From an optimization exercise on the open Yosys and OpenROAD flow, aimed at small area, a short achievable clock period and few clock cycles; shortcuts taken in it are not production practice.
In this exercise RTL edits were held to simulation tests only and were not proved equivalent to the original.
Power and IR drop assume default switching activity.

==> flow/design.v <==
package data_ram_pkg;
  typedef enum logic {
    ST_IDLE  = 1'b0,
    ST_SWEEP = 1'b1
  } state_e;
  function automatic integer lanes_of(input integer d_w, input integer lane_w);
    lanes_of = d_w / lane_w;
  endfunction
endpackage
module dr_and2 #(parameter int W = 1) (
  input  logic [W-1:0] a,
  input  logic [W-1:0] b,
  output logic [W-1:0] y
);
  assign y = a & b;
endmodule
module dr_sel8 (
  input  logic [7:0] d,
  input  logic [7:0] s,
  output logic       y
);
  logic [3:0] n;
  for (genvar p = 0; p < 4; p++) begin : g_p
    assign n[p] = ~((d[2*p] & s[2*p]) | (d[2*p+1] & s[2*p+1]));
  end
  assign y = ~(&n);
endmodule
module dr_nand4 #(parameter int W = 1) (
  input  logic [W-1:0] a, b, c, d,
  output logic [W-1:0] y
);
  assign y = ~(a & b & c & d);
endmodule
module dr_nor4 #(parameter int W = 1) (
  input  logic [W-1:0] a, b, c, d,
  output logic [W-1:0] y
);
  assign y = ~(a | b | c | d);
endmodule
module dr_aoi41 #(parameter int W = 1) (
  input  logic [W-1:0] a, b, c, d,
  input  logic         k,
  output logic [W-1:0] y
);
  assign y = ~((a & b & c & d) | {W{k}});
endmodule
module data_ram_array #(
  parameter int             A_W    = 7,
  parameter int             D_W    = 16,
  parameter int             LANE_W = 8,
  parameter logic [D_W-1:0] FILL   = 16'hA5A5
) (
  input  logic                    clk,
  input  logic                    fill_i,        
  input  logic                    we_i,
  input  logic                    re_i,          
  input  logic                    kill_i,        
  input  logic [D_W/LANE_W-1:0]   lane_mask_i,
  input  logic [A_W-1:0]          addr_i,
  input  logic [D_W-1:0]          wdata_i,
  output logic [D_W-1:0]          rdata_o
);
  localparam int LANES = D_W / LANE_W;
  localparam int WORDS = 2**A_W;
  localparam int LO_W  = 3;
  localparam int HI_W  = A_W - LO_W;
  localparam int NLO   = 2**LO_W;
  localparam int NHI   = 2**HI_W;
  logic [D_W-1:0]       mem_q [WORDS];
  logic [D_W-1:0]       wdata;
  logic [NLO-1:0]       lo;           
  logic [NLO-1:0]       lo_re;        
  logic [NHI-1:0]       hi;           
  logic [LANES*NHI-1:0] hi_we;        
  logic [NLO-1:0]       lo_we;        
  logic [WORDS-1:0]     sel;          
  assign wdata = fill_i ? FILL : wdata_i;
  always_comb begin
    for (int m = 0; m < NLO; m++) begin
      lo[m]    = (addr_i[LO_W-1:0] == LO_W'(m));
      lo_we[m] = fill_i || lo[m];
      lo_re[m] = re_i && lo[m];
    end
    for (int j = 0; j < NHI; j++) begin
      hi[j] = (addr_i[A_W-1:LO_W] == HI_W'(j));
      for (int k = 0; k < LANES; k++)
        hi_we[k*NHI+j] = fill_i || (we_i && lane_mask_i[k] && hi[j]);
    end
  end
  always_ff @(posedge clk) begin
    for (int i = 0; i < WORDS; i++) begin
      for (int k = 0; k < LANES; k++) begin
        if (hi_we[k*NHI+i/NLO] && lo_we[i%NLO]) begin
          mem_q[i][k*LANE_W +: LANE_W] <= wdata[k*LANE_W +: LANE_W];
        end
      end
    end
  end
  logic [D_W-1:0] l2 [WORDS/8];
  logic [D_W-1:0] l3 [WORDS/32];
  for (genvar i = 0; i < WORDS; i++) begin : g_sel
    dr_and2 #(.W(1)) u_sel (.a(hi[i/NLO]), .b(lo_re[i%NLO]), .y(sel[i]));
  end
  for (genvar q = 0; q < WORDS/8; q++) begin : g_l2
    for (genvar b = 0; b < D_W; b++) begin : g_bit
      dr_sel8 u_l2 (
        .d({mem_q[8*q+7][b], mem_q[8*q+6][b], mem_q[8*q+5][b], mem_q[8*q+4][b],
            mem_q[8*q+3][b], mem_q[8*q+2][b], mem_q[8*q+1][b], mem_q[8*q][b]}),
        .s(sel[8*q +: 8]),
        .y(l2[q][b])
      );
    end
  end
  for (genvar r = 0; r < WORDS/32; r++) begin : g_l3
    dr_nor4 #(.W(D_W)) u_l3 (
      .a(l2[4*r]), .b(l2[4*r+1]), .c(l2[4*r+2]), .d(l2[4*r+3]), .y(l3[r])
    );
  end
  dr_aoi41 #(.W(D_W)) u_l4 (
    .a(l3[0]), .b(l3[1]), .c(l3[2]), .d(l3[3]), .k(kill_i), .y(rdata_o)
  );
endmodule
module data_ram_sweep #(
  parameter int             A_W       = 7,
  parameter int             D_W       = 16,
  parameter int             LANE_W    = 8,
  parameter logic [D_W-1:0] FILL      = 16'hA5A5
) (
  input  logic                              clk,
  input  logic                              clear,
  input  logic                              enable,
  input  logic                              read_en,
  input  logic                              write_en,
  input  logic [A_W-1:0]                    addr,
  input  logic [D_W-1:0]                    datain,
  input  logic [D_W / LANE_W-1:0]           lane_en,
  input  logic                              scrub_req,
  output logic [D_W-1:0]                    dataout,
  output logic                              rd_valid,
  output logic                              busy,
  output logic                              acc_err
);
  logic             init_q;       
  logic [D_W-1:0]   dout_q;       
  logic [D_W-1:0]   hold_q;       
  logic             rd_valid_q, acc_err_q;
  logic             rd_ok, wr_ok, fill;
  logic [D_W-1:0]   arr_rdata;
  assign busy  = init_q;
  assign rd_ok = !init_q && enable && read_en;
  assign wr_ok = !init_q && enable && write_en;
  assign fill  = init_q || scrub_req;
  always_ff @(posedge clk or negedge clear) begin
    if (!clear) begin
      init_q     <= 1'b1;
      rd_valid_q <= 1'b0;
      acc_err_q  <= 1'b0;
      dout_q     <= '0;
      hold_q     <= '0;
    end else begin
      init_q     <= 1'b0;
      rd_valid_q <= rd_ok;
      acc_err_q  <= init_q && enable && (read_en || write_en);
      dout_q     <= arr_rdata;
      hold_q     <= rd_ok ? '0 : (rd_valid_q ? dout_q : hold_q);
    end
  end
  data_ram_array #(
    .A_W    (A_W),
    .D_W    (D_W),
    .LANE_W (LANE_W),
    .FILL   (FILL)
  ) u_array (
    .clk         (clk),
    .fill_i      (fill),
    .we_i        (wr_ok),
    .re_i        (enable && read_en),
    .kill_i      (init_q),
    .lane_mask_i (lane_en),
    .addr_i      (addr),
    .wdata_i     (datain),
    .rdata_o     (arr_rdata)
  );
  assign dataout  = dout_q | hold_q;
  assign rd_valid = rd_valid_q;
  assign acc_err  = acc_err_q;
endmodule
clock: 4.0 ns
lec_check: 0
cap_margin: 20
core_margin: 2
core_utilization: 40
cts_cluster_diameter: 80
cts_cluster_size: 20
setup_slack_margin: 1.6
slew_margin: 20
synth_hierarchical: 1
synth_minimum_keep_size: 0
run.sh (not shown) runs the stock make flow with config.mk's settings and CLKGATE_MAP_FILE= SYNTH_SCRIPT=/design/flow/synth_recipe.tcl, a recipe that flattens the netlist after the stock synthesis.
Testbench counts at the start, summed over its fixed seeds: cycles 21,171.
Edit:
--- a/flow/design.v
+++ b/flow/design.v
@@ -34,30 +34,21 @@
 module dr_nor4 #(parameter int W = 1) (
   input  logic [W-1:0] a, b, c, d,
   output logic [W-1:0] y
 );
   assign y = ~(a | b | c | d);
 endmodule
-module dr_aoi41 #(parameter int W = 1) (
-  input  logic [W-1:0] a, b, c, d,
-  input  logic         k,
-  output logic [W-1:0] y
-);
-  assign y = ~((a & b & c & d) | {W{k}});
-endmodule
 module data_ram_array #(
   parameter int             A_W    = 7,
   parameter int             D_W    = 16,
   parameter int             LANE_W = 8,
   parameter logic [D_W-1:0] FILL   = 16'hA5A5
 ) (
   input  logic                    clk,
   input  logic                    fill_i,        
   input  logic                    we_i,
-  input  logic                    re_i,          
-  input  logic                    kill_i,        
   input  logic [D_W/LANE_W-1:0]   lane_mask_i,
   input  logic [A_W-1:0]          addr_i,
   input  logic [D_W-1:0]          wdata_i,
   output logic [D_W-1:0]          rdata_o
 );
   localparam int LANES = D_W / LANE_W;
@@ -66,23 +57,21 @@
   localparam int HI_W  = A_W - LO_W;
   localparam int NLO   = 2**LO_W;
   localparam int NHI   = 2**HI_W;
   logic [D_W-1:0]       mem_q [WORDS];
   logic [D_W-1:0]       wdata;
   logic [NLO-1:0]       lo;           
-  logic [NLO-1:0]       lo_re;        
   logic [NHI-1:0]       hi;           
   logic [LANES*NHI-1:0] hi_we;        
   logic [NLO-1:0]       lo_we;        
   logic [WORDS-1:0]     sel;          
   assign wdata = fill_i ? FILL : wdata_i;
   always_comb begin
     for (int m = 0; m < NLO; m++) begin
       lo[m]    = (addr_i[LO_W-1:0] == LO_W'(m));
       lo_we[m] = fill_i || lo[m];
-      lo_re[m] = re_i && lo[m];
     end
     for (int j = 0; j < NHI; j++) begin
       hi[j] = (addr_i[A_W-1:LO_W] == HI_W'(j));
       for (int k = 0; k < LANES; k++)
         hi_we[k*NHI+j] = fill_i || (we_i && lane_mask_i[k] && hi[j]);
     end
@@ -96,13 +85,13 @@
       end
     end
   end
   logic [D_W-1:0] l2 [WORDS/8];
   logic [D_W-1:0] l3 [WORDS/32];
   for (genvar i = 0; i < WORDS; i++) begin : g_sel
-    dr_and2 #(.W(1)) u_sel (.a(hi[i/NLO]), .b(lo_re[i%NLO]), .y(sel[i]));
+    dr_and2 #(.W(1)) u_sel (.a(hi[i/NLO]), .b(lo[i%NLO]), .y(sel[i]));
   end
   for (genvar q = 0; q < WORDS/8; q++) begin : g_l2
     for (genvar b = 0; b < D_W; b++) begin : g_bit
       dr_sel8 u_l2 (
         .d({mem_q[8*q+7][b], mem_q[8*q+6][b], mem_q[8*q+5][b], mem_q[8*q+4][b],
             mem_q[8*q+3][b], mem_q[8*q+2][b], mem_q[8*q+1][b], mem_q[8*q][b]}),
@@ -113,15 +102,13 @@
   end
   for (genvar r = 0; r < WORDS/32; r++) begin : g_l3
     dr_nor4 #(.W(D_W)) u_l3 (
       .a(l2[4*r]), .b(l2[4*r+1]), .c(l2[4*r+2]), .d(l2[4*r+3]), .y(l3[r])
     );
   end
-  dr_aoi41 #(.W(D_W)) u_l4 (
-    .a(l3[0]), .b(l3[1]), .c(l3[2]), .d(l3[3]), .k(kill_i), .y(rdata_o)
-  );
+  dr_nand4 #(.W(D_W)) u_l4 (.a(l3[0]), .b(l3[1]), .c(l3[2]), .d(l3[3]), .y(rdata_o));
 endmodule
 module data_ram_sweep #(
   parameter int             A_W       = 7,
   parameter int             D_W       = 16,
   parameter int             LANE_W    = 8,
   parameter logic [D_W-1:0] FILL      = 16'hA5A5
@@ -138,14 +125,13 @@
   output logic [D_W-1:0]                    dataout,
   output logic                              rd_valid,
   output logic                              busy,
   output logic                              acc_err
 );
   logic             init_q;       
-  logic [D_W-1:0]   dout_q;       
-  logic [D_W-1:0]   hold_q;       
+  logic [D_W-1:0]   dout_q;
   logic             rd_valid_q, acc_err_q;
   logic             rd_ok, wr_ok, fill;
   logic [D_W-1:0]   arr_rdata;
   assign busy  = init_q;
   assign rd_ok = !init_q && enable && read_en;
   assign wr_ok = !init_q && enable && write_en;
@@ -153,35 +139,31 @@
   always_ff @(posedge clk or negedge clear) begin
     if (!clear) begin
       init_q     <= 1'b1;
       rd_valid_q <= 1'b0;
       acc_err_q  <= 1'b0;
       dout_q     <= '0;
-      hold_q     <= '0;
     end else begin
       init_q     <= 1'b0;
       rd_valid_q <= rd_ok;
       acc_err_q  <= init_q && enable && (read_en || write_en);
-      dout_q     <= arr_rdata;
-      hold_q     <= rd_ok ? '0 : (rd_valid_q ? dout_q : hold_q);
+      if (rd_ok) dout_q <= arr_rdata;
     end
   end
   data_ram_array #(
     .A_W    (A_W),
     .D_W    (D_W),
     .LANE_W (LANE_W),
     .FILL   (FILL)
   ) u_array (
     .clk         (clk),
     .fill_i      (fill),
     .we_i        (wr_ok),
-    .re_i        (enable && read_en),
-    .kill_i      (init_q),
     .lane_mask_i (lane_en),
     .addr_i      (addr),
     .wdata_i     (datain),
     .rdata_o     (arr_rdata)
   );
-  assign dataout  = dout_q | hold_q;
+  assign dataout  = dout_q;
   assign rd_valid = rd_valid_q;
   assign acc_err  = acc_err_q;
 endmodule
What happened:
- die area drops slightly
- via count is lower slightly
- fmax went up by a few percent
- cell count came out lower by a few percent
- design area fell by a few percent
- routed wire length drops slightly
- register-to-register slack gets worse by 40 ps
- area after synthesis came out lower slightly
- global-route usage fell by 0.39 points
- power came out higher slightly
- non-clock buffer count falls by 124
- worst setup slack gains 74 ps
- sequential share of layout area grows by 1.2 points
- clock power is about the same
Testbench counts after the change, summed over its fixed seeds: cycles 21,171.

-- what the ideal ports hide --
How much do the figures lean on ideal ports? The routed layouts below were timed once more, with nothing changed but the port constraints.
Step 1 (the two cells are an assumption about what drives the block):
set clk [get_ports {clk}]
set_driving_cell -lib_cell sky130_fd_sc_hd__clkbuf_16 $clk
set_driving_cell -lib_cell sky130_fd_sc_hd__buf_2 [delete_from_list [all_inputs] $clk]
Step 2 also shifts input and output timing later by t, the mid clock arrival at the registers, as if the neighbouring blocks saw the same clock.
Three values: ideal ports, drivers, drivers and shift; two values: the first two.
run	shift t [ns]	setup slack, ns	worst hold slack (ns)	slew at the worst register clock pin (ns)	pins driven straight from the clock port
the first run	0.859	1.217 / 1.261 / 0.402	0.356 / 0.319 / 0.535	0.09 / 0.09	1
the second run	0.861	1.291 / 1.258 / 0.397	0.372 / 0.306 / 0.619	0.09 / 0.09	1
After both steps setup and hold are still met in every run listed. For the second run, which loses most, drivers alone change the setup slack by -0.033 ns; drivers and shift together by -0.894 ns.
